Source: an optimization exercise on an open RTL-to-GDS flow (aim: small area, a short achievable clock period and few clock cycles per item). Production flows keep margins and buffers that such runs may drop. Only simulation tests tie the RTL to the original design; equivalence was not proved. Power is estimated from default activity; no workload was simulated.

--- flow/config.mk ---
export PLATFORM = sky130hd
export DESIGN_NAME = atomik_delta_accumulator_mc
export DESIGN_NICKNAME = atomik_delta_accumulator_mc
export VERILOG_FILES = /design/flow/design.v
export SDC_FILE = /design/flow/constraint.sdc
export NUM_CORES = 4
export LEC_CHECK = 0
export CAP_MARGIN = 20
export CORE_MARGIN = 2
export CORE_UTILIZATION = 50
export CTS_CLUSTER_DIAMETER = 100
export CTS_CLUSTER_SIZE = 28
export SETUP_SLACK_MARGIN = 2.8
export SLEW_MARGIN = 20
--- flow/flow/run.sh ---
#!/bin/bash
# Layout flow: the standard flow (standard.sh, unchanged), with the port buffers that
# global placement inserts on every input and output made sky130_fd_sc_hd__buf_4 instead of
# the buffer_ports default choice (a clkdlybuf4s delay cell). ORFS's full output goes to
# standard.log in this folder.
set -euo pipefail
bash standard.sh "BUFFER_PORTS_ARGS=-buffer_cell sky130_fd_sc_hd__buf_4" finish > standard.log 2>&1
--- flow/design.v ---
module atomik_delta_accumulator_mc #(
   parameter int DATA_WIDTH    = 64,
   parameter int NUM_CHANNELS  = 4,
   parameter int HISTORY_DEPTH = 8
) (
   input  logic                    clk,
   input  logic                    rst,
   input  logic                    cmd_valid,
   output logic                    cmd_ready,
   input  logic [1:0]              cmd_op,
   input  logic [((NUM_CHANNELS > 1) ? $clog2(NUM_CHANNELS) : 1)-1:0] cmd_ch,
   input  logic [DATA_WIDTH-1:0]   cmd_data,
   output logic                    rsp_valid,
   output logic [((NUM_CHANNELS > 1) ? $clog2(NUM_CHANNELS) : 1)-1:0] rsp_ch,
   output logic [DATA_WIDTH-1:0]   rsp_data,
   output logic                    rsp_zero,
   output logic                    rsp_err,
   output logic [NUM_CHANNELS-1:0] acc_zero
);
   localparam int DW   = DATA_WIDTH;
   localparam int NC   = NUM_CHANNELS;
   localparam int HD   = HISTORY_DEPTH;
   localparam int NS   = HD + 1;                     
   localparam int CH_W = (NC > 1) ? $clog2(NC) : 1;
   localparam logic [1:0] OP_LOAD     = 2'd0;
   localparam logic [1:0] OP_ACCUM    = 2'd1;
   localparam logic [1:0] OP_READ     = 2'd2;
   localparam logic [1:0] OP_ROLLBACK = 2'd3;
   assign cmd_ready = ~rst;
   logic [NC-1:0]   w_hit;
   logic            w_v;
   logic            w_load, w_accum, w_rb;
   logic [DW-1:0]   w_d;
   assign w_v     = cmd_valid & ~rst;
   assign w_load  = (cmd_op == OP_LOAD);
   assign w_accum = (cmd_op == OP_ACCUM);
   assign w_rb    = (cmd_op == OP_ROLLBACK);
   assign w_d     = cmd_data;
   always_comb begin
      for (int c = 0; c < NC; c++) w_hit[c] = w_v & (int'(cmd_ch) == c);
   end
   logic [15:0] w_n_th;
   logic [15:0] w_n_oh;
   always_comb begin
      for (int m = 0; m < 16; m++) begin
         w_n_th[m] = (int'(w_d[3:0]) >= m);
         w_n_oh[m] = (int'(w_d[3:0]) == m);
      end
   end
   logic [DW-1:0] w_init [NC];
   logic [NC-1:0] w_zinit;
   logic [DW-1:0] w_acc  [NC];
   logic [NC-1:0] w_err;
   generate
      for (genvar c = 0; c < NC; c++) begin : g_ch
         logic [DW-1:0] r_init;
         logic          r_zinit;               
         logic [DW-1:0] r_slot [NS];
         logic [NS-1:0] r_ptr;                 
         logic [HD:1]   r_cnt;                 
         logic          r_bz;                  
         logic          w_pz;                  
         logic [DW-1:0] w_rd;
         logic [DW-1:0] w_wd;
         logic [NS-1:0] w_ptr_inc;
         logic          w_acc_hit, w_load_hit, w_rb_hit;
         logic [HD:1]   w_k_th;
         logic [HD:0]   w_k_oh;
         logic          w_to_base;
         logic [NS-1:0] w_ptr_rb;
         logic [HD:1]   w_cnt_rb;
         assign w_pz = ~|r_ptr;
         always_comb begin
            w_rd = '0;
            for (int j = 0; j < NS; j++) w_rd = w_rd | (r_slot[j] & {DW{r_ptr[j]}});
         end
         assign w_acc_hit  = w_hit[c] & w_accum;
         assign w_load_hit = w_hit[c] & w_load;
         assign w_rb_hit   = w_hit[c] & w_rb;
         assign w_wd      = w_rd ^ w_d;
         assign w_ptr_inc = {r_ptr[NS-2:0], r_ptr[NS-1] | w_pz};
         always_ff @(posedge clk) begin
            for (int j = 0; j < NS; j++) begin
               if (w_acc_hit && w_ptr_inc[j]) r_slot[j] <= w_wd;
            end
         end
         always_comb begin
            for (int m = 1; m <= HD; m++) w_k_th[m] = w_n_th[m] & r_cnt[m];
            w_k_oh[0] = ~w_k_th[1];
            for (int m = 1; m < HD; m++) w_k_oh[m] = w_k_th[m] & ~w_k_th[m+1];
            w_k_oh[HD] = w_k_th[HD];
            for (int j = 0; j < NS; j++) begin
               w_ptr_rb[j] = 1'b0;
               for (int m = 0; m <= HD; m++) w_ptr_rb[j] = w_ptr_rb[j] | (r_ptr[(j + m) % NS] & w_k_oh[m]);
            end
            for (int m = 1; m <= HD; m++) begin
               w_cnt_rb[m] = 1'b0;
               for (int j = 0; j + m <= HD; j++) w_cnt_rb[m] = w_cnt_rb[m] | (w_n_oh[j] & r_cnt[m + j]);
            end
         end
         assign w_to_base = r_bz & ~w_cnt_rb[1];
         assign w_err[c]  = w_n_th[HD+1] | |(w_n_th[HD:1] & ~r_cnt);
         always_ff @(posedge clk) begin
            if (w_load_hit) r_init <= w_d;
         end
         always_ff @(posedge clk) begin
            if (rst) begin
               r_zinit <= 1'b1;
               r_ptr   <= '0;
               r_cnt   <= '0;
               r_bz    <= 1'b1;
            end else if (w_load_hit) begin
               r_zinit <= 1'b0;
               r_ptr   <= '0;
               r_cnt   <= '0;
               r_bz    <= 1'b1;
            end else if (w_acc_hit) begin
               r_ptr <= w_ptr_inc;
               r_cnt <= {r_cnt[HD-1:1], 1'b1};
               if (r_cnt[HD]) r_bz <= 1'b0;
            end else if (w_rb_hit) begin
               r_ptr <= w_to_base ? '0 : w_ptr_rb;
               r_cnt <= w_cnt_rb;
            end
         end
         assign w_init[c]  = r_init;
         assign w_zinit[c] = r_zinit;
         assign w_acc[c]   = w_rd;
      end
   endgenerate
   logic            r2_v;
   logic [NC-1:0]   r2_hit;
   logic [CH_W-1:0] r2_ch;
   logic            r2_err;
   always_ff @(posedge clk) begin
      r2_v   <= w_v;
      r2_hit <= w_hit;
      r2_ch  <= cmd_ch;
      r2_err <= w_rb & |(w_hit & w_err);
   end
   logic [DW-1:0]   w_sel_init;
   logic [DW-1:0]   w_sel_acc;
   always_comb begin
      w_sel_init = '0;
      w_sel_acc  = '0;
      for (int c = 0; c < NC; c++) begin
         w_sel_init = w_sel_init | (w_init[c] & {DW{r2_hit[c] & ~w_zinit[c]}});
         w_sel_acc  = w_sel_acc  | (w_acc[c] & {DW{r2_hit[c]}});
      end
   end
   logic            r3_v;
   logic [NC-1:0]   r3_hit;
   logic [CH_W-1:0] r3_ch;
   logic            r3_err;
   logic [DW-1:0]   r3_init;
   logic [DW-1:0]   r3_acc;
   always_ff @(posedge clk) begin
      r3_v    <= r2_v & ~rst;
      r3_hit  <= r2_hit;
      r3_ch   <= r2_ch;
      r3_err  <= r2_err;
      r3_init <= w_sel_init;
      r3_acc  <= w_sel_acc;
   end
   logic            r_rsp_valid;
   logic [CH_W-1:0] r_rsp_ch;
   logic [DW-1:0]   r_rsp_data;
   logic            r_rsp_zero;
   logic            r_rsp_err;
   logic [NC-1:0]   r_acc_zero;
   logic            w_r3_zero;
   assign w_r3_zero = (r3_acc == '0);
   always_ff @(posedge clk) begin
      r_rsp_valid <= r3_v & ~rst;
      r_rsp_ch    <= r3_ch;
      r_rsp_data  <= r3_init ^ r3_acc;
      r_rsp_zero  <= w_r3_zero;
      r_rsp_err   <= r3_err;
      for (int c = 0; c < NC; c++) begin
         if (rst)                    r_acc_zero[c] <= 1'b1;
         else if (r3_v && r3_hit[c]) r_acc_zero[c] <= w_r3_zero;
      end
   end
   assign rsp_valid = r_rsp_valid;
   assign rsp_ch    = r_rsp_ch;
   assign rsp_data  = r_rsp_data;
   assign rsp_zero  = r_rsp_zero;
   assign rsp_err   = r_rsp_err;
   assign acc_zero  = r_acc_zero;
endmodule
--- flow/constraint.sdc ---
create_clock -name core_clock -period 5.0 [get_ports {clk}]
set_input_delay 1.0000 -clock core_clock [delete_from_list [all_inputs] [get_ports {clk}]]
set_output_delay 1.0000 -clock core_clock [all_outputs]
set_load 0.01 [all_outputs]
--- flow/standard.sh ---
#!/bin/bash
# synth_recipe.tcl (not shown) runs the flow's synth.tcl, then flattens the netlist and writes it again
# the make line also repeats each setting of config.mk as NAME=value (left out here)
make -C /OpenROAD-flow-scripts/flow DESIGN_CONFIG=/design/flow/config.mk WORK_HOME=/design/flow/orfs CLKGATE_MAP_FILE= SYNTH_SCRIPT=/design/flow/synth_recipe.tcl "${@:-finish}"
==> flow_summary.yaml, run 1 <==
run_status:
  status: "finished clean"
cells_and_area:
  final_cells: 9447
  postLayoutCoreUtil: 0.595
  nets: 6613
  drive_gt1_frac: 0.233
  final_cell_area_um2: 125000
  syn2layout_area_growth_pct: 17.9
grt:
  grtUsageTotal: 0.328
  grt_overflow_total: 0
  grt_pass1_wl_mm: 496
  grt_max_degree: 69
  grt_pass1_vias: 60700
  antenna_found_initial: 17
timing:
  hold_violations: 0
  setup_tns_ns: 0
  tightest_slew_ns: 1.10
  setup_viol: 0
  slew_headroom: 0.262
  finalCriticalPeriod_ns: 2.36
  timing.fmax_mhz: 424
  fin_skew_ns: 0.0394
  finalCritPeriodShare: 0.472
  rsz0062_at_grt: "yes"
  drv_slew: 0
  fin_ws_ns: 2.64
floorplan:
  initial_utilization: 0.504
  rows: 168
  die_x_um: 464
  io_pins: 145
  core-area_um2: 210000
  die_h_um: 464
  die_area_um2: 216000
placement:
  hpwl_mm: 199
  globalplace.congestion: 0.880
  place_area_um2: 111000
  placed_cells: 8840
  port_buffers: 144
  pre_cts_slack_ns: 0.971
route:
  dr.first_iter.drc_count: 11900
  vias: 66000
  wl_per_cell_um: 38.9
  dr.pass1.iters: 9
  ant_nets: 0
  drt-total-wl_mm: 368
  avgViaCountPerCell: 6.99
  drc: 0
synth:
  syn_inst: 6187
  synth.cell_area_um2: 106000
  synth_cell_types: 100
  synth_seq_cells: 2853
  async_reset_ff_frac: 0
  synth_edf_count: 2560
  syn_area_per_cell_um2: 17.1
  synth-seq-area-share: 0.781
  ys.flop_type: "edfxtp_1"
  synth_nets: 6258
  yosysWarnings: 7
clocking:
  clockBufferDepth: 3
  clock_latency_ns: 0.83
  tritoncts: "yes"
  cts_buffers: 115
  cts.htree.levels: 3
  cts_sinks: 2853
  clkTransAtPathRegs_ns: 0.12
  root_buffer: "clkbuf_16"
  cts_hold_buf: 0
critical_path:
  worstPathBufferInverterCount: 2
  worstPathRequired_ns: 5.70
  worst_path_largest_cell_delay_ns: 0.66
  crit_slowest_cell: "a2111oi_1"
  path_cells: "buf_12 -> buf_8 -> and4b_2 -> o21ai_4 -> o2111ai_1 -> a2111oi_1 -> a221oi_1"
  endpoint_kind: "flop"
  crit_family: "compound AO/OA/AOI/OAI gates"
  crit_fanout: 48
  crit_type: "in -> reg"
  crit_arrival_ns: 3.06
  startpoint_type: "primary input"
power_and_ir_drop:
  p_sw_frac: 0.213
  vdd_drop_max_mv: 0.357
  power.switching_mw: 8.43
  p_per_area_nw_per_um2: 316
  power_frac_clock: 0.298
  internal_power_mw: 31.1
  total_leakage_power_nw: 40.8
  p_seq_frac: 0.662
  combPwrFrac: 0.039
flow_run:
  drv_cap: 0
min_path:
  hp-class: "reg -> reg"
## state kept, by name, indices dropped and copies added (netlist names), 2 cells and up
signal	cells
r2_hit	4
g_ch.r_bz	4
g_ch.r_init	256
r3_hit	4
r3_init	64
g_ch.r_ptr	36
g_ch.r_slot	2304
r2_ch	2
r_acc_zero	4
r_rsp_ch	2
r3_acc	64
r_rsp_data	64
r3_ch	2
g_ch.r_cnt	32
g_ch.r_zinit	4
## final timing paths
check                                 startpoint          endpoint  slack [ns]  cells after the start
worst max register to register  g_ch[0].r_ptr[0]        r3_acc[48]        2.70                      7
worst min register to register          r3_ch[1]       r_rsp_ch[1]        0.34                      0
worst max-delay path                 cmd_data[1]  g_ch[1].r_ptr[6]        2.64                      7
worst min-delay path                    r3_ch[1]       r_rsp_ch[1]        0.34                      0
## worst register-to-register path: stages, from the launching register on
cell	delay [ns]
dfxtp_4	0.40
buf_12	0.16
buf_12	0.15
buf_16	0.15
a222oi_1	0.42
nand3_2	0.27
a22oi_2	0.46
o211ai_1	0.17
## cells by family (layout without fill, tap and decap cells)
family / after synthesis / after routing / share of synthesized area
AO/OA/AOI/OAI: 1682 / 1682 / 0.132
AND/OR/NAND/NOR: 793 / 806 / 0.0378
buffers and inverters: 509 / 938 / 0.0195
other: 0 / 9 / 0
flip-flops: 2853 / 2853 / 0.781
multiplexers: 30 / 30 / 0.00349
XOR/XNOR: 320 / 324 / 0.0264
## area by class of cell
type,instances,area [µm²]
clock inverters,13,176
repair inverters,6,45.0
diodes,9,22.5
flip-flops and latches,2853,83000
inverters,52,255
repair buffers,672,8430
fillers,15500,85200
well taps,2805,3510
clock buffers,195,3280
multi-input cells,2842,26300
## placed cells by master (no fill, tap or decap), drive strengths merged, types with 7 or more instances in the layout
master,synthesis,final
o21ai,32,32
o21a,7,7
o221ai,10,10
inv,49,47
a31oi,18,18
a211oi,10,10
nor2b,19,20
a222oi,269,269
a22o,237,237
a21o,15,15
nor3,28,28
a221o,8,8
clkbuf,336,208
o22ai,22,22
o31ai,10,10
diode,0,9
nand2,217,217
o2111ai,21,21
nand3,319,319
dfxtp,293,293
buf,121,654
xnor2,46,47
a2111oi,11,11
nand4,19,19
nor2,53,53
clkinv,3,11
a22oi,554,554
xor2,274,277
and3,35,35
a32oi,9,9
nor4,41,41
clkinvlp,0,13
a221oi,279,279
and2,20,32
mux2i,19,19
a21oi,57,57
edfxtp,2560,2560
o211ai,55,55
## routing by layer
layer	up-vias	share of wire	track usage	wire length, µm
li1	26300	-	-	-
met1	34800	0.38	0.472	141000
met2	4411	0.46	0.504	170000
met3	513	0.12	0.0696	43800
met4	4	0.036	0.102	13300
met5	-	0.000057	0	21
## cell usage after synthesis, types with 10 or more instances
cell	number	area, µm²
o21ai_0	23	115
a31oi_1	18	113
nand4_1	19	119
nand2_1	216	811
o2111ai_1	21	184
o211ai_1	55	413
nor4_1	39	244
mux2i_1	19	190
buf_1	67	251
a222oi_1	269	2690
a21oi_1	55	275
o221ai_1	10	87.6
a2111oi_0	11	96.3
o22ai_1	21	131
xnor2_1	46	403
and3_1	35	219
clkbuf_1	335	1260
inv_1	44	165
a22oi_1	554	4160
nor2_1	51	191
and2_1	19	119
a221oi_1	279	2440
nor3_1	24	120
nor2b_1	19	119
a22o_1	237	2080
buf_6	10	113
xor2_1	274	2400
nand3_1	319	1600
buf_2	38	190
dfxtp_1	293	5870
a21o_1	15	113
edfxtp_1	2560	76900
## metrics by stage
step	power, mW	hold slack [ns]
after floorplan	27.3	0.310
after global placement	27.9	0.311
after detailed placement	27.9	0.321
after CTS	39.5	0.297
after global routing	40.5	0.323
final	39.5	0.339
## power by group through the flow
stage | sequential, mW | combinational, mW | clock, mW
3_5_place_dp | 26.7 | 1.20 | 0
4_1_cts | 26.2 | 1.42 | 11.9
5_1_grt | 26.2 | 1.63 | 12.6
2_1_floorplan | 26.7 | 0.613 | 0
3_3_place_gp | 26.7 | 1.16 | 0
6_report | 26.2 | 1.56 | 11.8
## timing repair
item / in CTS / in global routing
buffers inserted: 242 / 99
gates resized for setup: 678 / 275
gates cloned: 35 / 14
setup endpoints to repair: 4749 / 2278
pin swaps: 89 / 135
Testbench counts, summed over its fixed seeds: cycles 4,824, commands 4,800.
==> inputs of run 2 (changes only) <==
--- a/flow/design.v
+++ b/flow/design.v
@@ -59,14 +59,14 @@
          logic [NS-1:0] r_ptr;                 
          logic [HD:1]   r_cnt;                 
          logic          r_bz;                  
+         logic [NS-1:0] r_bptr;                
+         logic          w_lt;                  
+         logic [NS-1:0] w_ptr_n;               
          logic          w_pz;                  
          logic [DW-1:0] w_rd;
          logic [DW-1:0] w_wd;
          logic [NS-1:0] w_ptr_inc;
          logic          w_acc_hit, w_load_hit, w_rb_hit;
-         logic [HD:1]   w_k_th;
-         logic [HD:0]   w_k_oh;
-         logic          w_to_base;
          logic [NS-1:0] w_ptr_rb;
          logic [HD:1]   w_cnt_rb;
          assign w_pz = ~|r_ptr;
@@ -85,20 +85,18 @@
             end
          end
          always_comb begin
-            for (int m = 1; m <= HD; m++) w_k_th[m] = w_n_th[m] & r_cnt[m];
-            w_k_oh[0] = ~w_k_th[1];
-            for (int m = 1; m < HD; m++) w_k_oh[m] = w_k_th[m] & ~w_k_th[m+1];
-            w_k_oh[HD] = w_k_th[HD];
+            w_lt = 1'b0;
+            for (int m = 0; m < HD; m++) w_lt = w_lt | (w_n_oh[m] & r_cnt[m+1]);
             for (int j = 0; j < NS; j++) begin
-               w_ptr_rb[j] = 1'b0;
-               for (int m = 0; m <= HD; m++) w_ptr_rb[j] = w_ptr_rb[j] | (r_ptr[(j + m) % NS] & w_k_oh[m]);
+               w_ptr_n[j] = 1'b0;
+               for (int m = 0; m < HD; m++) w_ptr_n[j] = w_ptr_n[j] | (r_ptr[(j + m) % NS] & w_n_oh[m]);
             end
+            w_ptr_rb = w_lt ? w_ptr_n : (r_bz ? '0 : r_bptr);
             for (int m = 1; m <= HD; m++) begin
                w_cnt_rb[m] = 1'b0;
                for (int j = 0; j + m <= HD; j++) w_cnt_rb[m] = w_cnt_rb[m] | (w_n_oh[j] & r_cnt[m + j]);
             end
          end
-         assign w_to_base = r_bz & ~w_cnt_rb[1];
          assign w_err[c]  = w_n_th[HD+1] | |(w_n_th[HD:1] & ~r_cnt);
          always_ff @(posedge clk) begin
             if (w_load_hit) r_init <= w_d;
@@ -117,9 +115,12 @@
             end else if (w_acc_hit) begin
                r_ptr <= w_ptr_inc;
                r_cnt <= {r_cnt[HD-1:1], 1'b1};
-               if (r_cnt[HD]) r_bz <= 1'b0;
+               if (r_cnt[HD]) begin
+                  r_bz   <= 1'b0;
+                  r_bptr <= {w_ptr_inc[NS-2:0], w_ptr_inc[NS-1]};
+               end
             end else if (w_rb_hit) begin
-               r_ptr <= w_to_base ? '0 : w_ptr_rb;
+               r_ptr <= w_ptr_rb;
                r_cnt <= w_cnt_rb;
             end
          end
--- a/flow/config.mk
+++ b/flow/config.mk
@@ -10,5 +10,5 @@
 export CORE_UTILIZATION = 50
 export CTS_CLUSTER_DIAMETER = 100
 export CTS_CLUSTER_SIZE = 28
-export SETUP_SLACK_MARGIN = 2.8
+export SETUP_SLACK_MARGIN = 2.6
 export SLEW_MARGIN = 20
==> flow_summary.yaml, run 2 <==
power_and_ir_drop:
  vdd_drop_max_mv: 0.315
  p_per_area_nw_per_um2: 329
  power_mw: 39.4
  total_leakage_power_nw: 38.7
critical_path:
  startpoint_type: "flop"
  worstPathRequired_ns: 5.71
  crit_type: "reg -> reg"
  crit_fanout: 15
  crit_family: "compound AO/OA/AOI/OAI gates"
  path_cells: "buf_12 -> buf_4 -> a22o_1 -> a221oi_1 -> nand3_1 -> a22oi_2 -> o211ai_1"
  reg2reg_from: "g_ch[0].r_ptr[7]"
  endpoint_kind: "flop"
  r2r_setup_slack_ns: 2.46
  worstPathBufferInverterCount: 2
  worstReg2RegEnd: "r3_acc[38]"
  reg2reg_depth: 7
  worst_path_largest_cell_delay_ns: 0.56
  crit_slowest_cell: "a22oi_2"
  crit_arrival_ns: 3.25
placement:
  placed_cells: 8689
  hpwl_mm: 210
  globalplace.congestion: 0.901
  port_buffers: 144
timing:
  drv_slew: 0
  rsz0062_at_grt: "yes"
  fin_skew_ns: 0.0584
  hold_violations: 0
  tightest_slew_ns: 1.04
  finalCritPeriodShare: 0.508
  timing.fmax_mhz: 394
  setup_viol: 0
  finalCriticalPeriod_ns: 2.54
  setup_tns_ns: 0
  slew_headroom: 0.305
cells_and_area:
  layout_common_cells: "edfxtp_1 (2596), a22oi_1 (501), buf_4 (315)"
  largest_reg_flops: 2304
  postLayoutCoreUtil: 0.571
  largest-register: "g_ch.r_slot"
  nFillCells: 16100
  nets: 6270
  top_regs: "g_ch.r_slot x2304, g_ch.r_init x256"
  drive_gt1_frac: 0.185
  final_cells: 9100
  syn2layout_area_growth_pct: 13.5
  final_common_cell: "edfxtp_1"
route:
  met1_length_mm: 136
  route.met2.wl_mm: 166
  dr.pass1.iters: 8
  met3_length_mm: 43.5
  ant_nets: 0
  vias: 63000
  top_layer: "met5"
  wl_per_cell_um: 40.7
  dr.first_iter.drc_count: 11200
  avgViaCountPerCell: 6.93
  drc: 0
  drt-total-wl_mm: 370
clocking:
  cts.htree.levels: 3
  cts_buffers: 117
  cts_sinks: 2889
  cts_hold_buf: 0
  tritoncts: "yes"
  clkTransAtPathRegs_ns: 0.10
  clockBufferDepth: 3
  clock_latency_ns: 0.86
  root_buffer: "clkbuf_16"
synth:
  synth_xor_area_frac: 0.0265
  synth_nets: 6054
  synth_commonest_cells: "edfxtp_1 (2596), a22oi_1 (558), clkbuf_1 (342)"
  synth_top_family_by_area: "compound AO/OA/AOI/OAI gates"
  async_reset_ff_frac: 0
  synth_cell_types: 74
  synth_edf_count: 2596
  synth-seq-area-share: 0.794
  syn_inst: 5983
  synth_most_common_cell: "edfxtp_1"
  ys.flop_type: "edfxtp_1"
  synth-compound-area-share: 0.123
  synth.area.top_cells: "edfxtp_1 (74%), dfxtp_1 (5.6%), a22oi_1 (4.0%)"
  synthMuxAreaShare: 0.00879
  synth.cell_area_um2: 106000
  syn_area_per_cell_um2: 17.6
  synth_top_area_frac: 0.738
  yosysWarnings: 7
  synth_seq_cells: 2889
  synth_largest_area_cell: "edfxtp_1"
  synthSimpleGateAreaFrac: 0.0316
  synthAdderAreaFrac: 0
floorplan:
  initial_utilization: 0.503
  io_pins: 145
  die_h_um: 463
  die_x_um: 463
  die_area_um2: 215000
  core-area_um2: 210000
  rows: 168
flow_run:
  drv_cap: 0
grt:
  grt_max_degree: 66
  grt_pass1_vias: 58400
  grt_pass1_wl_mm: 494
  grtUsageTotal: 0.333
  antenna_found_initial: 20
  grt_overflow_total: 0
min_path:
  hold_depth: 0
  min_from: "r3_ch[0]"
  hp-class: "reg -> reg"
  holdPathEnd: "r_rsp_ch[0]"
run_status:
  status: "finished clean"
==> run 2: cell count changes in the layout (fill, tap and decap cells not counted), moves of 50 or more <==
cell	previous run	this run
xor2_1	78	142
buf_12	139	89
dfxtp_1	175	245
dfxtp_2	76	5
xor2_4	84	10
buf_6	114	30
==> run 2: stage by stage <==
stage,instance area [µm²],hold slack [ns],setup WS [ns]
floorplan,106000,0.310,1.64
global placement,111000,0.316,1.30
CTS,118000,0.325,2.50
finish,120000,0.337,2.46
detailed placement,111000,0.312,1.38
global route,120000,0.338,2.49
==> run 2: logic make-up (layout without fill, tap and decap cells) <==
| family | count (synthesis) | count (layout) |
|---|---|---|
| xor+xnor | 320 | 320 |
| flops | 2889 | 2889 |
| simple gates | 667 | 698 |
| mux | 85 | 85 |
| other cells | 0 | 13 |
| compound gates | 1590 | 1590 |
| buf+inv | 432 | 700 |
==> run 2: how the worst max path moves through the flow <==
stage	startpoint	end	slack [ns]	cells past startpoint
after global routing	g_ch[0].r_ptr[1]	r3_acc[8]	2.49	7
after CTS	cmd_ch[0]	g_ch[1].r_slot[7][33]	2.50	6
after global placement	g_ch[3].r_ptr[1]	g_ch[3].r_slot[1][34]	1.30	5
final	g_ch[0].r_ptr[7]	r3_acc[38]	2.46	7
after detailed placement	cmd_ch[1]	g_ch[2].r_slot[5][38]	1.38	6
after floorplan	cmd_valid	g_ch[2].r_slot[0][0]	1.64	3
==> run 2: repair_timing <==
item                       4_1_cts  5_1_grt
setup buffers                   87       72
pin swaps                       64       60
cloned                          26       11
setup endpoints to repair     3288     1992
gates resized for setup        319      167
==> run 2: power breakdown <==
| part | internal (mW) | switching, mW |
|---|---|---|
| logic | 0.229 | 0.905 |
| registers | 26.3 | 0.0399 |
| clock network | 4.55 | 7.37 |
==> run 2: layer usage <==
layer / GRT usage / vias to the layer above
met4: 0.191 / 8
met2: 0.499 / 4029
met3: 0.0764 / 661
met5: 0 / -
li1: - / 25300
met1: 0.452 / 33100
==> run 2: area by class of cell <==
class                      instances  area, µm²  share of cell area
clock inverter                    17        273             0.00228
sequential                      2889      84000               0.701
timing repair inverter             1       7.51           0.0000627
timing repair buffer             469       5180              0.0432
multi-input combinational       2693      23500               0.196
antenna                           13       32.5            0.000272
tap                             2805       3510              0.0293
clock buffer                     185       3200              0.0268
inverter                          28        124             0.00103
Testbench counts of run 2, summed over its fixed seeds: cycles 4,824, commands 4,800.
==> inputs of run 3 (changes only) <==
--- a/flow/config.mk
+++ b/flow/config.mk
@@ -7,8 +7,8 @@
 export LEC_CHECK = 0
 export CAP_MARGIN = 20
 export CORE_MARGIN = 2
-export CORE_UTILIZATION = 50
+export CORE_UTILIZATION = 56
 export CTS_CLUSTER_DIAMETER = 100
 export CTS_CLUSTER_SIZE = 28
-export SETUP_SLACK_MARGIN = 2.6
+export SETUP_SLACK_MARGIN = 2.7
 export SLEW_MARGIN = 20
==> flow_summary.yaml, run 3 <==
run_status:
  status: "finished clean"
route:
  drc: 0
  wl_per_cell_um: 41.3
  avgViaCountPerCell: 7.19
  drt-total-wl_mm: 366
  dr.first_iter.drc_count: 10800
  ant_nets: 0
  vias: 63700
  dr.pass1.iters: 9
synth:
  synth.area.top_cells: "edfxtp_1 (74%), dfxtp_1 (5.6%), a22oi_1 (4.0%)"
  ys.flop_type: "edfxtp_1"
  syn_area_per_cell_um2: 17.6
  syn_inst: 5983
  synth.cell_area_um2: 106000
  synth-compound-area-share: 0.123
  synth_seq_cells: 2889
  synth_cell_types: 74
  synth_top_area_frac: 0.738
  yosysWarnings: 7
  synth_xor_area_frac: 0.0265
  async_reset_ff_frac: 0
  synth_nets: 6054
  synth_most_common_cell: "edfxtp_1"
  synthSimpleGateAreaFrac: 0.0316
  synthAdderAreaFrac: 0
  synth_top_family_by_area: "compound AO/OA/AOI/OAI gates"
  synth_edf_count: 2596
  synth_commonest_cells: "edfxtp_1 (2596), a22oi_1 (558), clkbuf_1 (342)"
  synth_largest_area_cell: "edfxtp_1"
  synthMuxAreaShare: 0.00879
  synth-seq-area-share: 0.794
placement:
  globalplace.congestion: 0.929
  port_buffers: 144
  hpwl_mm: 206
clocking:
  cts_hold_buf: 0
  clock_latency_ns: 0.84
  clockBufferDepth: 3
  root_buffer: "clkbuf_16"
  cts.htree.levels: 3
  tritoncts: "yes"
  cts_buffers: 114
  cts_sinks: 2889
  clkTransAtPathRegs_ns: 0.11
critical_path:
  crit_type: "reg -> reg"
  startpoint_type: "flop"
  endpoint_kind: "flop"
  cp-startpoint: "g_ch[0].r_ptr[7]"
  r2r_setup_slack_ns: 2.47
  crit_slowest_cell: "a22oi_1"
  worstPathRequired_ns: 5.65
  crit_fanout: 4
  crit_path_end: "r3_acc[26]"
  worst_path_largest_cell_delay_ns: 0.86
  crit_arrival_ns: 3.18
  reg2reg_depth: 6
  reg2reg_from: "g_ch[0].r_ptr[7]"
  path_cells: "buf_4 -> a22o_1 -> a221oi_1 -> nand3_1 -> a22oi_1 -> o211ai_1"
  worstReg2RegEnd: "r3_acc[26]"
timing:
  fin_skew_ns: 0.0387
  setup_viol: 0
  finalCritPeriodShare: 0.506
  finalCriticalPeriod_ns: 2.53
  drv_slew: 0
  timing.fmax_mhz: 395
  hold_violations: 0
  setup_tns_ns: 0
  slew_headroom: 0.316
  tightest_slew_ns: 1.02
  rsz0062_at_grt: "yes"
  whs_ns: 0.332
floorplan:
  die_h_um: 438
  io_pins: 145
  die_x_um: 438
  initial_utilization: 0.563
  die_area_um2: 192000
  rows: 159
  core-area_um2: 188000
cells_and_area:
  final_common_cell: "edfxtp_1"
  nets: 6321
  largest-register: "g_ch.r_slot"
  drive_gt1_frac: 0.209
  syn2layout_area_growth_pct: 14.8
  layout_common_cells: "edfxtp_1 (2596), a22oi_1 (510), buf_4 (268)"
  largest_reg_flops: 2304
  top_regs: "g_ch.r_slot x2304, g_ch.r_init x256"
grt:
  grtUsageTotal: 0.369
  grt_pass1_vias: 57900
  grt_pass1_wl_mm: 487
  grt_overflow_total: 0
  antenna_found_initial: 15
  grt_max_degree: 66
power_and_ir_drop:
  total_leakage_power_nw: 39.4
  p_per_area_nw_per_um2: 324
  vdd_drop_max_mv: 0.343
flow_run:
  drv_cap: 0
min_path:
  hp-class: "reg -> reg"
  hold_depth: 0
run 3: area by class of cell:
type,count,area [µm²]
Antenna cell,5,12.5
Tap cell,2495,3120
Clock inverter,7,68.8
Sequential cell,2889,84000
Clock buffer,209,3330
Timing Repair inverter,5,32.5
Timing Repair Buffer,510,6030
Multi-Input combinational cell,2702,24400
Fill cell,12800,66400
Inverter,28,128
run 3: worst min-delay path by stage:
stage | end | slack (ns) | from
after CTS | r_rsp_err | 0.33 | r3_err
after global routing | r_rsp_err | 0.34 | r3_err
after detailed placement | r_rsp_err | 0.31 | r3_err
final | r_rsp_err | 0.33 | r3_err
after global placement | r3_ch[1] | 0.31 | r2_ch[1]
after floorplan | r3_ch[0] | 0.31 | r2_ch[0]
run 3: kinds of logic (layout without fill, tap and decap cells):
logic type	count (synthesis)	count (layout)
DFF	2889	2889
AOI/OAI and AO/OA	1590	1590
muxes	85	85
buffers and inverters	432	759
xor gates and xnor gates	320	322
and+or+nand+nor	667	705
other	0	5
run 3: metrics by stage:
| step | setup slack (ns) | total power, mW | std cells | area, µm² | util |
|---|---|---|---|---|---|
| after floorplan | 1.64 | 27.3 | 5983 | 106000 | - |
| after global placement | 1.37 | 27.8 | 8362 | 110000 | 0.587 |
| after detailed placement | 1.30 | 27.9 | 8362 | 110000 | 0.587 |
| after CTS | 2.50 | 39.3 | 8735 | 119000 | 0.632 |
| after global routing | 2.51 | 40.1 | 8846 | 121000 | 0.646 |
| final | 2.47 | 39.3 | 8850 | 121000 | 0.646 |
run 3: metal layers:
layer  wire [µm]  GRT usage  vias to the layer above  part of all wire
met2      164000      0.549                     4353              0.45
met3       48900      0.100                      575              0.13
met4       19900      0.171                        6             0.054
li1            -          -                    25300                 -
met1      133000      0.512                    33400              0.36
met5          35          0                        -          0.000096
run 3: repair_timing:
| item | 4_1_cts | 5_1_grt |
|---|---|---|
| setup endpoints to repair | 4447 | 2301 |
| gates cloned | 43 | 18 |
| pin swaps | 88 | 78 |
| setup buffers | 114 | 92 |
| resized for setup | 540 | 218 |
run 3: power breakdown:
part	switching [mW]	total [mW]	internal [mW]
Sequential	0.0367	26.3	26.3
Combinational	0.935	1.20	0.264
Clock	7.20	11.8	4.57
Total	8.17	39.3	31.1
run 3: critical path, delay by kind of cell (launching register included):
family | cells | cell delay [ns]
buf+inv | 1 | 0.19
simple gates | 1 | 0.31
compound gates | 4 | 1.48
flops | 1 | 0.37
==> inputs of run 4 (changes only) <==
--- a/flow/config.mk
+++ b/flow/config.mk
@@ -7,8 +7,8 @@
 export LEC_CHECK = 0
 export CAP_MARGIN = 20
 export CORE_MARGIN = 2
-export CORE_UTILIZATION = 56
-export CTS_CLUSTER_DIAMETER = 100
-export CTS_CLUSTER_SIZE = 28
-export SETUP_SLACK_MARGIN = 2.7
+export CORE_UTILIZATION = 53
+export CTS_CLUSTER_DIAMETER = 80
+export CTS_CLUSTER_SIZE = 26
+export SETUP_SLACK_MARGIN = 2.6
 export SLEW_MARGIN = 20
==> flow_summary.yaml, run 4 <==
synth:
  async_reset_ff_frac: 0
  yosysWarnings: 7
  syn_inst: 5983
  synth_largest_area_cell: "edfxtp_1"
  synth_most_common_cell: "edfxtp_1"
  synth_edf_count: 2596
  synth.cell_area_um2: 106000
  syn_area_per_cell_um2: 17.6
  synth_commonest_cells: "edfxtp_1 (2596), a22oi_1 (558), clkbuf_1 (342)"
  synth-seq-area-share: 0.794
  synth_top_area_frac: 0.738
  synth_cell_types: 74
  synth.area.top_cells: "edfxtp_1 (74%), dfxtp_1 (5.6%), a22oi_1 (4.0%)"
  ys.flop_type: "edfxtp_1"
  synth_seq_cells: 2889
  synth_nets: 6054
grt:
  antenna_found_initial: 20
  grt_pass1_wl_mm: 488
  grt_overflow_total: 0
  grt_max_degree: 66
  grtUsageTotal: 0.350
  grt_pass1_vias: 58100
timing:
  rsz0062_at_grt: "yes"
  whs_ns: 0.336
  setup_viol: 0
  setup_tns_ns: 0
  finalCritPeriodShare: 0.512
  slew_headroom: 0.273
  hold_violations: 0
  tightest_slew_ns: 1.09
  fin_ws_ns: 2.44
  fin_skew_ns: 0.0433
  timing.fmax_mhz: 390
  drv_slew: 0
  finalCriticalPeriod_ns: 2.56
critical_path:
  path_cells: "buf_6 -> buf_4 -> a221oi_2 -> nand3_2 -> a22oi_2 -> o211ai_1"
  crit_family: "compound AO/OA/AOI/OAI gates"
  r2r_setup_slack_ns: 2.44
  worst_path_largest_cell_delay_ns: 0.59
  crit_fanout: 7
  endpoint_kind: "flop"
  crit_arrival_ns: 3.15
  crit_type: "reg -> reg"
  startpoint_type: "flop"
  worstPathBufferInverterCount: 2
  crit_slowest_cell: "a22oi_2"
  worstPathRequired_ns: 5.59
route:
  wl_per_cell_um: 40.7
  ant_nets: 0
  dr.pass1.iters: 10
  vias: 62700
  drt-total-wl_mm: 364
  dr.first_iter.drc_count: 10600
  avgViaCountPerCell: 7.02
  drc: 0
floorplan:
  initial_utilization: 0.534
  io_pins: 145
  die_h_um: 450
  core-area_um2: 198000
  die_area_um2: 203000
  die_x_um: 450
  rows: 163
clocking:
  cts_hold_buf: 0
  cts.htree.levels: 4
  tritoncts: "yes"
  clock_latency_ns: 0.84
  clockBufferDepth: 3
  cts_sinks: 2889
  root_buffer: "clkbuf_16"
  clkTransAtPathRegs_ns: 0.10
  cts_buffers: 140
run_status:
  status: "finished clean"
cells_and_area:
  final_cells: 8940
  nets: 6270
  final_cell_area_um2: 120000
  layout_common_cells: "edfxtp_1 (2596), a22oi_1 (500), buf_4 (291)"
  postLayoutCoreUtil: 0.608
  largest_reg_flops: 2304
  largest-register: "g_ch.r_slot"
  final_common_cell: "edfxtp_1"
  syn2layout_area_growth_pct: 13.9
  top_regs: "g_ch.r_slot x2304, g_ch.r_init x256"
  drive_gt1_frac: 0.188
power_and_ir_drop:
  power_mw: 41.0
  power_frac_clock: 0.331
  power.switching_mw: 8.63
  p_seq_frac: 0.642
  p_sw_frac: 0.210
  internal_power_mw: 32.4
  total_leakage_power_nw: 39.1
  vdd_drop_max_mv: 0.324
  p_per_area_nw_per_um2: 341
  combPwrFrac: 0.028
min_path:
  hp-class: "reg -> reg"
flow_run:
  drv_cap: 0
placement:
  placed_cells: 8501
  hpwl_mm: 204
  port_buffers: 144
  pre_cts_slack_ns: 1.09
  globalplace.congestion: 0.948
  place_area_um2: 110000
## run 4: cell types whose count changed in the layout (fill, tap and decap cells not counted), sizes merged
cell,change
and3,-7
buf,-59
diode,+2
bufbuf,-1
clkinvlp,-5
bufinv,+2
clkbuf,-15
clkinv,+18
xor2,-2
inv,+12
## run 4: power by group through the flow
stage               combinational [mW]  clock, mW  sequential, mW
global route                      1.15       14.5            26.3
detailed placement               0.989          0            26.9
finish                            1.13       13.6            26.3
floorplan                        0.407          0            26.9
CTS                               1.05       13.7            26.3
global placement                 0.965          0            26.9
## run 4: area by class of cell
type	instances	area, µm²
Sequential cell	2889	84000
Tap cell	2640	3300
Timing Repair Buffer	447	5120
Fill cell	14300	77400
Inverter	28	120
Antenna cell	7	17.5
Clock inverter	39	485
Multi-Input combinational cell	2693	23200
Clock buffer	197	4000
## run 4: repair_timing
action / 4_1_cts / 5_1_grt
gates cloned: 30 / 8
buffers inserted: 87 / 71
gates resized for setup: 277 / 188
setup endpoints to repair: 4288 / 1771
pin swaps: 87 / 88
## run 4: worst paths after layout
check	start	end	cells past startpoint
setup / recovery	g_ch[0].r_ptr[0]	r3_acc[36]	6
hold / removal	r2_ch[0]	r3_ch[0]	0
setup reg to reg	g_ch[0].r_ptr[0]	r3_acc[36]	6
hold reg to reg	r2_ch[0]	r3_ch[0]	0
## run 4: layer usage
metal / GRT usage / vias up / part of all wire
met3: 0.0696 / 526 / 0.12
li1: - / 25300 / -
met1: 0.494 / 32700 / 0.37
met5: 0 / - / 0
met2: 0.512 / 4243 / 0.44
met4: 0.195 / 0 / 0.065
## run 4: worst reg2reg max path, stage by stage (launching register included)
cell,delay [ns]
dfxtp_4,0.45
buf_6,0.20
buf_4,0.16
a221oi_2,0.28
nand3_2,0.20
a22oi_2,0.59
o211ai_1,0.44
## run 4: cell families after synthesis
logic type / after synthesis / synth area share
muxes: 85 / 0.00879
and+or+nand+nor: 667 / 0.0316
buffers and inverters: 432 / 0.0163
xor gates and xnor gates: 320 / 0.0265
DFF: 2889 / 0.794
AOI/OAI and AO/OA: 1590 / 0.123
==> inputs of run 5 (changes only) <==
--- a/flow/design.v
+++ b/flow/design.v
@@ -37,7 +37,7 @@
    assign w_rb    = (cmd_op == OP_ROLLBACK);
    assign w_d     = cmd_data;
    always_comb begin
-      for (int c = 0; c < NC; c++) w_hit[c] = w_v & (int'(cmd_ch) == c);
+      for (int c = 0; c < NC; c++) w_hit[c] = cmd_valid & (int'(cmd_ch) == c);
    end
    logic [15:0] w_n_th;
    logic [15:0] w_n_oh;
--- a/flow/config.mk
+++ b/flow/config.mk
@@ -7,8 +7,8 @@
 export LEC_CHECK = 0
 export CAP_MARGIN = 20
 export CORE_MARGIN = 2
-export CORE_UTILIZATION = 53
-export CTS_CLUSTER_DIAMETER = 80
-export CTS_CLUSTER_SIZE = 26
+export CORE_UTILIZATION = 50
+export CTS_CLUSTER_DIAMETER = 100
+export CTS_CLUSTER_SIZE = 28
 export SETUP_SLACK_MARGIN = 2.6
 export SLEW_MARGIN = 20
==> flow_summary.yaml, run 5 <==
run_status:
  status: "finished clean"
floorplan:
  rows: 168
  die_area_um2: 215000
  die_h_um: 464
  die_x_um: 464
  initial_utilization: 0.504
  io_pins: 145
  core-area_um2: 210000
cells_and_area:
  largest-register: "g_ch.r_slot"
  layout_common_cells: "edfxtp_1 (2596), a22oi_1 (513), buf_4 (268)"
  drive_gt1_frac: 0.169
  final_cells: 8954
  nFillCells: 15800
  nets: 6133
  final_cell_area_um2: 119000
  largest_reg_flops: 2304
  final_common_cell: "edfxtp_1"
  syn2layout_area_growth_pct: 12.4
  postLayoutCoreUtil: 0.566
  top_regs: "g_ch.r_slot x2304, g_ch.r_init x256"
power_and_ir_drop:
  power_frac_clock: 0.299
  p_seq_frac: 0.668
  p_per_area_nw_per_um2: 333
  combPwrFrac: 0.033
  vdd_drop_max_mv: 0.314
  power.switching_mw: 8.34
  total_leakage_power_nw: 38.4
  p_sw_frac: 0.211
  internal_power_mw: 31.3
  power_mw: 39.6
synth:
  synth_top_area_frac: 0.737
  async_reset_ff_frac: 0
  yosysWarnings: 7
  synth-seq-area-share: 0.793
  synth_commonest_cells: "edfxtp_1 (2596), a22oi_1 (555), clkbuf_1 (314)"
  synth_seq_cells: 2889
  synth_largest_area_cell: "edfxtp_1"
  synth_cell_types: 73
  synth.area.top_cells: "edfxtp_1 (74%), dfxtp_1 (5.5%), a22oi_1 (3.9%)"
  ys.flop_type: "edfxtp_1"
  synth_most_common_cell: "edfxtp_1"
  synth_nets: 6018
  syn_inst: 5947
  synth.cell_area_um2: 106000
  synth_edf_count: 2596
  syn_area_per_cell_um2: 17.8
critical_path:
  cp-startpoint: "g_ch[0].r_ptr[1]"
  worstReg2RegEnd: "r3_acc[3]"
  crit_type: "reg -> reg"
  endpoint_kind: "flop"
  worstPathRequired_ns: 5.67
  reg2reg_from: "g_ch[0].r_ptr[1]"
  crit_arrival_ns: 3.14
  crit_family: "compound AO/OA/AOI/OAI gates"
  path_cells: "buf_4 -> buf_12 -> a22o_1 -> a221oi_1 -> nand3_1 -> a22oi_1 -> nand2_1"
  worst_path_largest_cell_delay_ns: 0.55
  crit_fanout: 16
  r2r_setup_slack_ns: 2.52
  reg2reg_depth: 7
  crit_path_end: "r3_acc[3]"
  path_depth: 7
  startpoint_type: "flop"
  worstPathBufferInverterCount: 2
  crit_slowest_cell: "a22oi_1"
route:
  ant_nets: 0
  drt-total-wl_mm: 337
  wl_per_cell_um: 37.7
  dr.pass1.iters: 10
  avgViaCountPerCell: 6.83
  drc: 0
  vias: 61100
  dr.first_iter.drc_count: 10100
clocking:
  clockBufferDepth: 3
  clock_latency_ns: 0.85
  cts.htree.levels: 3
  cts_buffers: 116
  cts_hold_buf: 0
  cts_sinks: 2889
  clkTransAtPathRegs_ns: 0.12
  tritoncts: "yes"
  root_buffer: "clkbuf_16"
placement:
  hpwl_mm: 193
  globalplace.congestion: 0.887
  place_area_um2: 111000
  pre_cts_slack_ns: 1.32
  port_buffers: 144
  placed_cells: 8620
timing:
  whs_ns: 0.345
  finalCriticalPeriod_ns: 2.48
  tightest_slew_ns: 1.10
  fin_ws_ns: 2.52
  finalCritPeriodShare: 0.495
  setup_viol: 0
  setup_tns_ns: 0
  rsz0062_at_grt: "yes"
  drv_slew: 0
  fin_skew_ns: 0.0629
  hold_violations: 0
  slew_headroom: 0.265
  timing.fmax_mhz: 404
grt:
  use_met3: 0.0644
  antenna_found_initial: 25
  grtUsageTotal: 0.305
  grt_most_used_layer: "met2"
  gr-usage-met2: 0.461
  grt_use_met1: 0.446
  grt_max_degree: 68
  grt_pass1_wl_mm: 463
  grt_pass1_vias: 57400
  grt_overflow_total: 0
flow_run:
  drv_cap: 0
min_path:
  hp-class: "reg -> reg"
-- run 5: how the worst min path moves through the flow --
stage                         from           to  cells after the start
final                     r2_ch[0]     r3_ch[0]                      0
after global routing           rst  r_rsp_valid                      2
after CTS                 r2_ch[0]     r3_ch[0]                      0
after detailed placement  r3_ch[1]  r_rsp_ch[1]                      0
after global placement      r3_err    r_rsp_err                      0
after floorplan           r2_ch[0]     r3_ch[0]                      0
-- run 5: layout make-up --
class | instances | area, µm² | share of cell area
Sequential cell | 2889 | 84000 | 0.706
Multi-Input combinational cell | 2655 | 23700 | 0.199
Timing Repair Buffer | 387 | 4190 | 0.0352
Tap cell | 2805 | 3510 | 0.0295
Clock buffer | 185 | 3250 | 0.0273
Clock inverter | 15 | 206 | 0.00174
Inverter | 12 | 62.6 | 0.000526
Antenna cell | 5 | 12.5 | 0.000105
Timing Repair inverter | 1 | 5.00 | 0.0000421
-- run 5: kinds of logic (layout without fill, tap and decap cells) --
logic type      after synthesis  in the layout  synth area share
buf+inv                     425            600            0.0162
compound gates             1505           1505             0.119
simple gates                694            715            0.0324
xor+xnor                    320            321            0.0265
flops                      2889           2889             0.793
mux                         114            114            0.0137
other cells                   0              5                 0
-- run 5: what timing repair did --
item / 4_1_cts / 5_1_grt
endpoints found under the setup margin: 3293 / 1686
resized for setup: 261 / 209
pin swaps: 25 / 25
cloned: 18 / 5
setup buffers: 61 / 45
-- run 5: power by group through the flow --
| stage | combinational (mW) | clock (mW) | sequential [mW] |
|---|---|---|---|
| 2_1_floorplan | 0.506 | 0 | 27.0 |
| 3_3_place_gp | 1.09 | 0 | 27.0 |
| 3_5_place_dp | 1.12 | 0 | 27.0 |
| 4_1_cts | 1.22 | 12.0 | 26.5 |
| 5_1_grt | 1.37 | 12.7 | 26.5 |
| 6_report | 1.32 | 11.9 | 26.5 |
-- run 5: metal layers --
| metal | up-vias | wire length [µm] |
|---|---|---|
| met5 | - | 27 |
| met4 | 4 | 13000 |
| met3 | 476 | 39100 |
| met2 | 3753 | 152000 |
| met1 | 32100 | 133000 |
| li1 | 24800 | - |
-- run 5: worst reg2reg max path: cells and delay by family, from the launching register on --
kind                   cells  cell delay [ns]
DFF                        1             0.47
AOI/OAI and AO/OA          3             1.06
and+or+nand+nor            2             0.45
buffers and inverters      2             0.37
Testbench counts of run 5, summed over its fixed seeds: cycles 4,824, commands 4,800.
==> inputs of run 6 (changes only) <==
--- a/flow/config.mk
+++ b/flow/config.mk
@@ -7,8 +7,8 @@
 export LEC_CHECK = 0
 export CAP_MARGIN = 20
 export CORE_MARGIN = 2
-export CORE_UTILIZATION = 50
+export CORE_UTILIZATION = 55
 export CTS_CLUSTER_DIAMETER = 100
 export CTS_CLUSTER_SIZE = 28
-export SETUP_SLACK_MARGIN = 2.6
+export SETUP_SLACK_MARGIN = 2.7
 export SLEW_MARGIN = 20
==> flow_summary.yaml, run 6 <==
run_status:
  status: "finished clean"
synth:
  synth.cell_area_um2: 106000
  synth_most_common_cell: "edfxtp_1"
  synth_cell_types: 73
  synth_seq_cells: 2889
  synth_commonest_cells: "edfxtp_1 (2596), a22oi_1 (555), clkbuf_1 (314)"
  synth-seq-area-share: 0.793
  synth_nets: 6018
  async_reset_ff_frac: 0
  synth_edf_count: 2596
  syn_area_per_cell_um2: 17.8
  ys.flop_type: "edfxtp_1"
  synth_largest_area_cell: "edfxtp_1"
  synth.area.top_cells: "edfxtp_1 (74%), dfxtp_1 (5.5%), a22oi_1 (3.9%)"
  syn_inst: 5947
  yosysWarnings: 7
  synth_top_area_frac: 0.737
floorplan:
  core-area_um2: 191000
  rows: 160
  die_h_um: 442
  die_area_um2: 196000
  io_pins: 145
  die_x_um: 442
  initial_utilization: 0.555
clocking:
  cts_sinks: 2889
  clockBufferDepth: 3
  clock_latency_ns: 0.83
  tritoncts: "yes"
  cts_buffers: 113
  clkTransAtPathRegs_ns: 0.11
  cts.htree.levels: 3
  cts_hold_buf: 0
  root_buffer: "clkbuf_16"
placement:
  globalplace.congestion: 0.930
  port_buffers: 144
  pre_cts_slack_ns: 1.33
  place_area_um2: 110000
  hpwl_mm: 197
  placed_cells: 8327
cells_and_area:
  postLayoutCoreUtil: 0.630
  final_cells: 8736
  syn2layout_area_growth_pct: 13.6
  largest_reg_flops: 2304
  largest-register: "g_ch.r_slot"
  top_regs: "g_ch.r_slot x2304, g_ch.r_init x256"
  nets: 6215
  layout_common_cells: "edfxtp_1 (2596), a22oi_1 (477), a222oi_1 (262)"
  final_common_cell: "edfxtp_1"
  drive_gt1_frac: 0.205
  final_cell_area_um2: 120000
  nFillCells: 13400
route:
  drt-total-wl_mm: 360
  dr.pass1.iters: 10
  ant_nets: 0
  wl_per_cell_um: 41.2
  vias: 62200
  avgViaCountPerCell: 7.12
  dr.first_iter.drc_count: 11400
  drc: 0
timing:
  finalCritPeriodShare: 0.501
  whs_ns: 0.335
  timing.fmax_mhz: 399
  fin_ws_ns: 2.50
  hold_violations: 0
  setup_viol: 0
  fin_skew_ns: 0.0426
  drv_slew: 0
  tightest_slew_ns: 1.09
  finalCriticalPeriod_ns: 2.50
  rsz0062_at_grt: "yes"
  slew_headroom: 0.273
  setup_tns_ns: 0
flow_run:
  drv_cap: 0
critical_path:
  worstPathRequired_ns: 5.68
  crit_slowest_cell: "a22oi_2"
  cpMostUsedCell: "buf_12"
  startpoint_type: "flop"
  crit_arrival_ns: 3.18
  crit_fanout: 8
  path_cells: "buf_12 -> buf_12 -> a22o_1 -> a221oi_2 -> nand3_2 -> a22oi_2 -> o211ai_1"
  crit_type: "reg -> reg"
  endpoint_kind: "flop"
  worst_path_largest_cell_delay_ns: 0.66
grt:
  antenna_found_initial: 21
  grtUsageTotal: 0.359
  grt_pass1_vias: 57600
  grt_max_degree: 67
  grt_overflow_total: 0
  grt_pass1_wl_mm: 484
power_and_ir_drop:
  vdd_drop_max_mv: 0.401
  total_leakage_power_nw: 39.2
  p_per_area_nw_per_um2: 328
  power_mw: 39.4
min_path:
  hp-class: "reg -> reg"
run 6: cell counts after synthesis:
No cell type changed its count.
run 6: final cells by class:
cell class / instances / area, µm² / share of cell area
flip-flops and latches: 2889 / 84100 / 0.700
multi-input cells: 2664 / 24200 / 0.202
repair buffers: 464 / 5390 / 0.0449
well taps: 2511 / 3140 / 0.0261
clock buffers: 179 / 3140 / 0.0261
clock inverters: 8 / 86.3 / 0.000719
inverters: 12 / 62.6 / 0.000521
diodes: 9 / 22.5 / 0.000187
run 6: layer usage:
layer,routed length (µm),up-vias,GRT usage,share of wire
li1,-,24900,-,-
met1,134000,32500,0.509,0.37
met2,158000,4309,0.520,0.44
met3,43600,543,0.0752,0.12
met4,24300,4,0.204,0.067
met5,32,-,0,0.000089
run 6: kinds of logic (layout without fill, tap and decap cells):
| logic type | count (synthesis) | count (layout) | share of synthesized area |
|---|---|---|---|
| simple gates | 694 | 721 | 0.0324 |
| flops | 2889 | 2889 | 0.793 |
| other cells | 0 | 9 | 0 |
| buf+inv | 425 | 663 | 0.0162 |
| xor+xnor | 320 | 324 | 0.0265 |
| compound gates | 1505 | 1505 | 0.119 |
| mux | 114 | 114 | 0.0137 |
run 6: worst paths after layout:
path	from	end	slack [ns]	cells past startpoint
max reg2reg	g_ch[0].r_ptr[1]	r3_acc[36]	2.50	7
min reg2reg	r2_ch[1]	r3_ch[1]	0.33	0
min	r2_ch[1]	r3_ch[1]	0.33	0
max	g_ch[0].r_ptr[1]	r3_acc[36]	2.50	7
run 6: what timing repair did:
action,in CTS,in global routing
pin swaps,74,70
setup buffers,121,55
hold endpoints to repair,0,0
gates resized for setup,506,208
gates cloned,25,12
setup endpoints to repair,4514,1996
run 6: critical path: cells and delay by family (launching register included):
kind	cells	cell delay (ns)
flip-flops	1	0.47
AND/OR/NAND/NOR	1	0.27
buffers and inverters	2	0.32
AO/OA/AOI/OAI	4	1.27
run 6: report_power, final:
part | switching (mW) | internal (mW)
clock network | 7.13 | 4.42
logic | 1.08 | 0.318
registers | 0.0623 | 26.4
total | 8.27 | 31.1
==> inputs of run 7 (changes only) <==
--- a/flow/config.mk
+++ b/flow/config.mk
@@ -7,7 +7,7 @@
 export LEC_CHECK = 0
 export CAP_MARGIN = 20
 export CORE_MARGIN = 2
-export CORE_UTILIZATION = 55
+export CORE_UTILIZATION = 58
 export CTS_CLUSTER_DIAMETER = 100
 export CTS_CLUSTER_SIZE = 28
 export SETUP_SLACK_MARGIN = 2.7
==> flow_summary.yaml, run 7 <==
synth:
  synth_largest_area_cell: "edfxtp_1"
  synth_seq_cells: 2889
  synth-seq-area-share: 0.793
  synth.area.top_cells: "edfxtp_1 (74%), dfxtp_1 (5.5%), a22oi_1 (3.9%)"
  synth_top_area_frac: 0.737
  syn_inst: 5947
  syn_area_per_cell_um2: 17.8
  ys.flop_type: "edfxtp_1"
  synth_edf_count: 2596
  synth_cell_types: 73
  async_reset_ff_frac: 0
  synth_commonest_cells: "edfxtp_1 (2596), a22oi_1 (555), clkbuf_1 (314)"
  synth_most_common_cell: "edfxtp_1"
  yosysWarnings: 7
  synth_nets: 6018
  synth.cell_area_um2: 106000
timing:
  setup_tns_ns: 0
  setup_viol: 0
  rsz0062_at_grt: "yes"
  finalCriticalPeriod_ns: 2.40
  tightest_slew_ns: 1.08
  fin_ws_ns: 2.60
  whs_ns: 0.339
  fin_skew_ns: 0.0290
  timing.fmax_mhz: 416
  finalCritPeriodShare: 0.480
  drv_slew: 0
  hold_violations: 0
  slew_headroom: 0.277
run_status:
  status: "finished clean"
clocking:
  tritoncts: "yes"
  clock_latency_ns: 0.82
  cts_buffers: 113
  clockBufferDepth: 3
  cts_sinks: 2889
  clkTransAtPathRegs_ns: 0.10
  cts_hold_buf: 0
  cts.htree.levels: 3
  root_buffer: "clkbuf_16"
placement:
  place_area_um2: 110000
  pre_cts_slack_ns: 1.31
  port_buffers: 144
  globalplace.congestion: 0.901
  hpwl_mm: 200
power_and_ir_drop:
  p_per_area_nw_per_um2: 327
  vdd_drop_max_mv: 0.419
  total_leakage_power_nw: 39.4
route:
  vias: 62400
  met3_length_mm: 43.1
  route.met2.wl_mm: 161
  dr.first_iter.drc_count: 10800
  wl_per_cell_um: 41.5
  dr.pass1.iters: 9
  drt-total-wl_mm: 358
  ant_nets: 0
  drc: 0
  top_layer: "met5"
  met1_length_mm: 133
  avgViaCountPerCell: 7.24
critical_path:
  crit_fanout: 9
  worstPathRequired_ns: 5.68
  r2r_setup_slack_ns: 2.60
  reg2reg_depth: 6
  worstReg2RegEnd: "r3_acc[14]"
  reg2reg_from: "g_ch[0].r_ptr[1]"
  crit_arrival_ns: 3.09
  crit_type: "reg -> reg"
  endpoint_kind: "flop"
  startpoint_type: "flop"
grt:
  antenna_found_initial: 27
  grt_overflow_total: 0
  grt_pass1_wl_mm: 479
  grt_pass1_vias: 57400
  grt_max_degree: 65
  grtUsageTotal: 0.377
min_path:
  hp-class: "reg -> reg"
  hold_depth: 0
  holdPathEnd: "r3_ch[1]"
  min_from: "r2_ch[1]"
floorplan:
  initial_utilization: 0.584
  rows: 156
  die_x_um: 431
  core-area_um2: 181000
  io_pins: 145
  die_area_um2: 186000
  die_h_um: 431
cells_and_area:
  largest-register: "g_ch.r_slot"
  syn2layout_area_growth_pct: 13.9
  final_common_cell: "edfxtp_1"
  top_regs: "g_ch.r_slot x2304, g_ch.r_init x256"
  drive_gt1_frac: 0.209
  final_cell_area_um2: 120000
  largest_reg_flops: 2304
  layout_common_cells: "edfxtp_1 (2596), a22oi_1 (489), buf_4 (269)"
  nets: 6248
flow_run:
  drv_cap: 0
run 7: cell types whose count changed in the layout (fill, tap and decap cells not counted), moves of 12 or more:
cell and delta:
a221oi_2 -12, a221oi_1 +12, xor2_1 -15, buf_4 +17, a22oi_2 -12, a22oi_1 +12
run 7: worst max-delay path by stage:
stage / depth (start not counted) / startpoint / slack (ns) / end
finish: 6 / g_ch[0].r_ptr[1] / 2.60 / r3_acc[14]
floorplan: 5 / cmd_op[1] / 1.92 / g_ch[3].r_bptr[0]
CTS: 5 / g_ch[0].r_ptr[0] / 2.43 / r3_acc[59]
detailed placement: 5 / cmd_op[0] / 1.31 / g_ch[0].r_slot[0][33]
global placement: 5 / g_ch[3].r_ptr[1] / 1.23 / g_ch[3].r_slot[1][13]
global route: 3 / rst / 2.60 / cmd_ready
run 7: cell type report:
type                       instances  area, µm²
antenna                            9       22.5
clock buffer                     176       3200
clock inverter                     4       60.1
fill                           12200      60500
inverter                          12       57.6
multi-input combinational       2657      24200
sequential                      2889      84100
tap                             2370       2970
timing repair buffer             503       5880
timing repair inverter             1       7.51
run 7: where the power goes:
part,internal [mW],total (mW),switching (mW)
Sequential,26.4,26.5,0.0616
Clock,4.50,11.6,7.07
Combinational,0.330,1.40,1.07
Total,31.2,39.4,8.21
run 7: logic make-up (layout without fill, tap and decap cells):
group,after synthesis,in the layout,share of synthesized area
mux,114,114,0.0137
other cells,0,9,0
simple gates,694,718,0.0324
flops,2889,2889,0.793
compound gates,1505,1505,0.119
xor+xnor,320,320,0.0265
buf+inv,425,696,0.0162
run 7: stage by stage:
stage	std cells	total power [mW]	util
3_3_place_gp	8195	28.1	0.608
6_report	8621	39.4	0.666
3_5_place_dp	8198	28.2	0.608
5_1_grt	8616	40.3	0.666
4_1_cts	8522	39.4	0.652
2_1_floorplan	5947	27.5	-
run 7: timing repair:
action | in CTS | in global routing
cloned | 23 | 6
setup endpoints to repair | 4281 | 2168
pin swaps | 69 | 57
resized for setup | 505 | 214
buffers inserted | 121 | 84
run 7: metal layers:
| metal | track usage | up-vias |
|---|---|---|
| met5 | 0 | - |
| met4 | 0.189 | 4 |
| met3 | 0.0798 | 557 |
| met2 | 0.558 | 4052 |
| met1 | 0.535 | 32800 |
| li1 | - | 25000 |
run 7: critical path, stage by stage (launching register included):
cell and delay [ns]:
dfxtp_4 0.39, buf_12 0.16, a22o_1 0.21, a221oi_1 0.25
nand3_1 0.41, a22oi_1 0.69, nand2_1 0.12
==> inputs of run 8 (changes only) <==
--- a/flow/config.mk
+++ b/flow/config.mk
@@ -7,7 +7,7 @@
 export LEC_CHECK = 0
 export CAP_MARGIN = 20
 export CORE_MARGIN = 2
-export CORE_UTILIZATION = 58
+export CORE_UTILIZATION = 62
 export CTS_CLUSTER_DIAMETER = 100
 export CTS_CLUSTER_SIZE = 28
 export SETUP_SLACK_MARGIN = 2.7
==> flow_summary.yaml, run 8 <==
critical_path:
  r2r_setup_slack_ns: 2.60
  startpoint_type: "primary input"
  worstPathRequired_ns: 4.00
  reg2reg_depth: 5
  crit_fanout: 2
  crit_arrival_ns: 1.42
  endpoint_kind: "output pin"
  reg2reg_from: "g_ch[0].r_ptr[3]"
  worstReg2RegEnd: "r3_acc[54]"
  crit_type: "in -> out"
timing:
  tightest_slew_ns: 1.15
  whs_ns: 0.336
  finalCriticalPeriod_ns: 2.42
  drv_slew: 0
  hold_violations: 0
  rsz0062_at_grt: "yes"
  finalCritPeriodShare: 0.485
  setup_tns_ns: 0
  setup_viol: 0
  slew_headroom: 0.230
  fin_skew_ns: 0.0296
  timing.fmax_mhz: 413
  fin_ws_ns: 2.58
clocking:
  cts_sinks: 2889
  cts_hold_buf: 0
  clock_latency_ns: 0.82
  root_buffer: "clkbuf_16"
  cts_buffers: 113
  cts.htree.levels: 3
  clkTransAtPathRegs_ns: 0.10
  tritoncts: "yes"
  clockBufferDepth: 3
min_path:
  min_from: "r3_ch[1]"
  hold_depth: 0
  holdPathEnd: "r_rsp_ch[1]"
  hp-class: "reg -> reg"
route:
  avgViaCountPerCell: 7.39
  drc: 0
  wl_per_cell_um: 41.6
  drt-total-wl_mm: 351
  vias: 62400
  dr.pass1.iters: 9
  dr.first_iter.drc_count: 11400
  ant_nets: 0
floorplan:
  die_h_um: 417
  core-area_um2: 169000
  initial_utilization: 0.624
  die_x_um: 417
  rows: 151
  die_area_um2: 174000
  io_pins: 145
power_and_ir_drop:
  internal_power_mw: 31.2
  p_seq_frac: 0.672
  power_frac_clock: 0.292
  power.switching_mw: 8.20
  p_sw_frac: 0.208
  p_per_area_nw_per_um2: 328
  total_leakage_power_nw: 39.2
  vdd_drop_max_mv: 0.335
  power_mw: 39.4
  combPwrFrac: 0.036
cells_and_area:
  largest-register: "g_ch.r_slot"
  nets: 6207
  drive_gt1_frac: 0.206
  nFillCells: 10600
  final_common_cell: "edfxtp_1"
  largest_reg_flops: 2304
  top_regs: "g_ch.r_slot x2304, g_ch.r_init x256"
  layout_common_cells: "edfxtp_1 (2596), a22oi_1 (482), a222oi_1 (262)"
  syn2layout_area_growth_pct: 13.4
flow_run:
  drv_cap: 0
grt:
  grtUsageTotal: 0.398
  grt_pass1_wl_mm: 471
  antenna_found_initial: 23
  grt_max_degree: 65
  grt_pass1_vias: 57400
  grt_overflow_total: 0
synth:
  synth-seq-area-share: 0.793
  yosysWarnings: 7
  syn_inst: 5947
  synth.area.top_cells: "edfxtp_1 (74%), dfxtp_1 (5.5%), a22oi_1 (3.9%)"
  synth_cell_types: 73
  ys.flop_type: "edfxtp_1"
  synth_top_area_frac: 0.737
  synth_nets: 6018
  async_reset_ff_frac: 0
  syn_area_per_cell_um2: 17.8
  synth_commonest_cells: "edfxtp_1 (2596), a22oi_1 (555), clkbuf_1 (314)"
  synth_edf_count: 2596
  synth.cell_area_um2: 106000
  synth_seq_cells: 2889
  synth_largest_area_cell: "edfxtp_1"
  synth_most_common_cell: "edfxtp_1"
placement:
  globalplace.congestion: 0.947
  hpwl_mm: 198
  pre_cts_slack_ns: 1.37
  port_buffers: 144
run_status:
  status: "finished clean"
## run 8: power by group through the flow
stage	logic, mW	clock network [mW]	registers (mW)
6_report	1.42	11.5	26.4
3_5_place_dp	1.14	0	27.0
3_3_place_gp	1.12	0	27.0
2_1_floorplan	0.506	0	27.0
5_1_grt	1.45	12.3	26.5
4_1_cts	1.30	11.5	26.4
## run 8: metrics by stage
step / util / cells / instance area (µm²)
4_1_cts: 0.695 / 8367 / 118000
2_1_floorplan: - / 5947 / 106000
6_report: 0.708 / 8443 / 120000
3_3_place_gp: 0.647 / 8037 / 110000
5_1_grt: 0.708 / 8430 / 120000
3_5_place_dp: 0.648 / 8041 / 110000
## run 8: area by class of cell
cell class | count | area (µm²) | area share
flip-flops and latches | 2889 | 84000 | 0.701
multi-input cells | 2655 | 24400 | 0.203
repair buffers | 464 | 5350 | 0.0446
clock buffers | 183 | 3150 | 0.0263
well taps | 2218 | 2780 | 0.0231
clock inverters | 7 | 116 | 0.000970
inverters | 12 | 60.1 | 0.000501
diodes | 14 | 35.0 | 0.000292
repair inverters | 1 | 7.51 | 0.0000626
## run 8: metal layers
layer / track usage / routed length [µm] / vias to the layer above
met4: 0.227 / 23300 / 2
met1: 0.566 / 126000 / 32400
met5: 0 / 11 / -
met2: 0.567 / 153000 / 4588
met3: 0.0984 / 48000 / 596
li1: - / - / 24900
## run 8: worst max-delay path: stages
cell        delay, ns
buf_12           0.08
clkinvlp_4       0.15
buf_6            0.18
## run 8: logic make-up after synthesis
family                    share of synthesized area
muxes                                        0.0137
buffers and inverters                        0.0162
and+or+nand+nor                              0.0324
AOI/OAI and AO/OA                             0.119
xor gates and xnor gates                     0.0265
DFF                                           0.793
## run 8: worst max path at each step
stage                     start                     to  slack [ns]
2_1_floorplan         cmd_op[1]      g_ch[3].r_bptr[0]        1.92
6_report                    rst              cmd_ready        2.58
5_1_grt                     rst              cmd_ready        2.59
3_5_place_dp        cmd_data[0]       g_ch[0].r_ptr[5]        1.37
4_1_cts               cmd_op[1]     g_ch[3].r_init[28]        2.48
3_3_place_gp   g_ch[3].r_ptr[7]  g_ch[3].r_slot[1][29]        1.42
## run 8: repair_timing
action / in CTS / in global routing
setup buffers: 115 / 56
gates cloned: 21 / 6
pin swaps: 72 / 75
setup endpoints to repair: 4100 / 2037
gates resized for setup: 506 / 216
endpoints found under the hold margin: 0 / 0

[re-timing with driven ports]
In the flow no input, the clock included, has a driving cell. The finished layouts below were timed again as built, in two steps.
Step 1: set_driving_cell puts a clkbuf_16 on clk and a buf_2 on each other input, an assumption about the parent block.
Step 2 also shifts input and output timing later by t, the mid clock arrival at the registers, as if the neighbouring blocks saw the same clock.
a / b / c = ideal ports / drivers / drivers and shift; a / b = the first two.
run | t (ns) | setup slack, ns | worst data-port slew with drivers (ns)
run 1 | 0.907 | 2.641 / 2.579 / 1.684 | 0.22
run 2 | 0.920 | 2.460 / 2.429 / 1.509 | 0.24
run 3 | 0.915 | 2.468 / 2.468 / 1.690 | 0.15
run 4 | 0.906 | 2.439 / 2.439 / 1.599 | 0.19
run 5 | 0.905 | 2.525 / 2.525 / 1.708 | 0.21
run 6 | 0.909 | 2.495 / 2.482 / 1.695 | 0.17
run 7 | 0.907 | 2.599 / 2.373 / 1.627 | 0.25
run 8 | 0.897 | 2.576 / 2.412 / 1.732 | 0.18
After both steps every run listed still meets setup and hold. The setup slack of run 7, which loses most, moves by -0.226 ns with the drivers and by -0.972 ns with both steps.
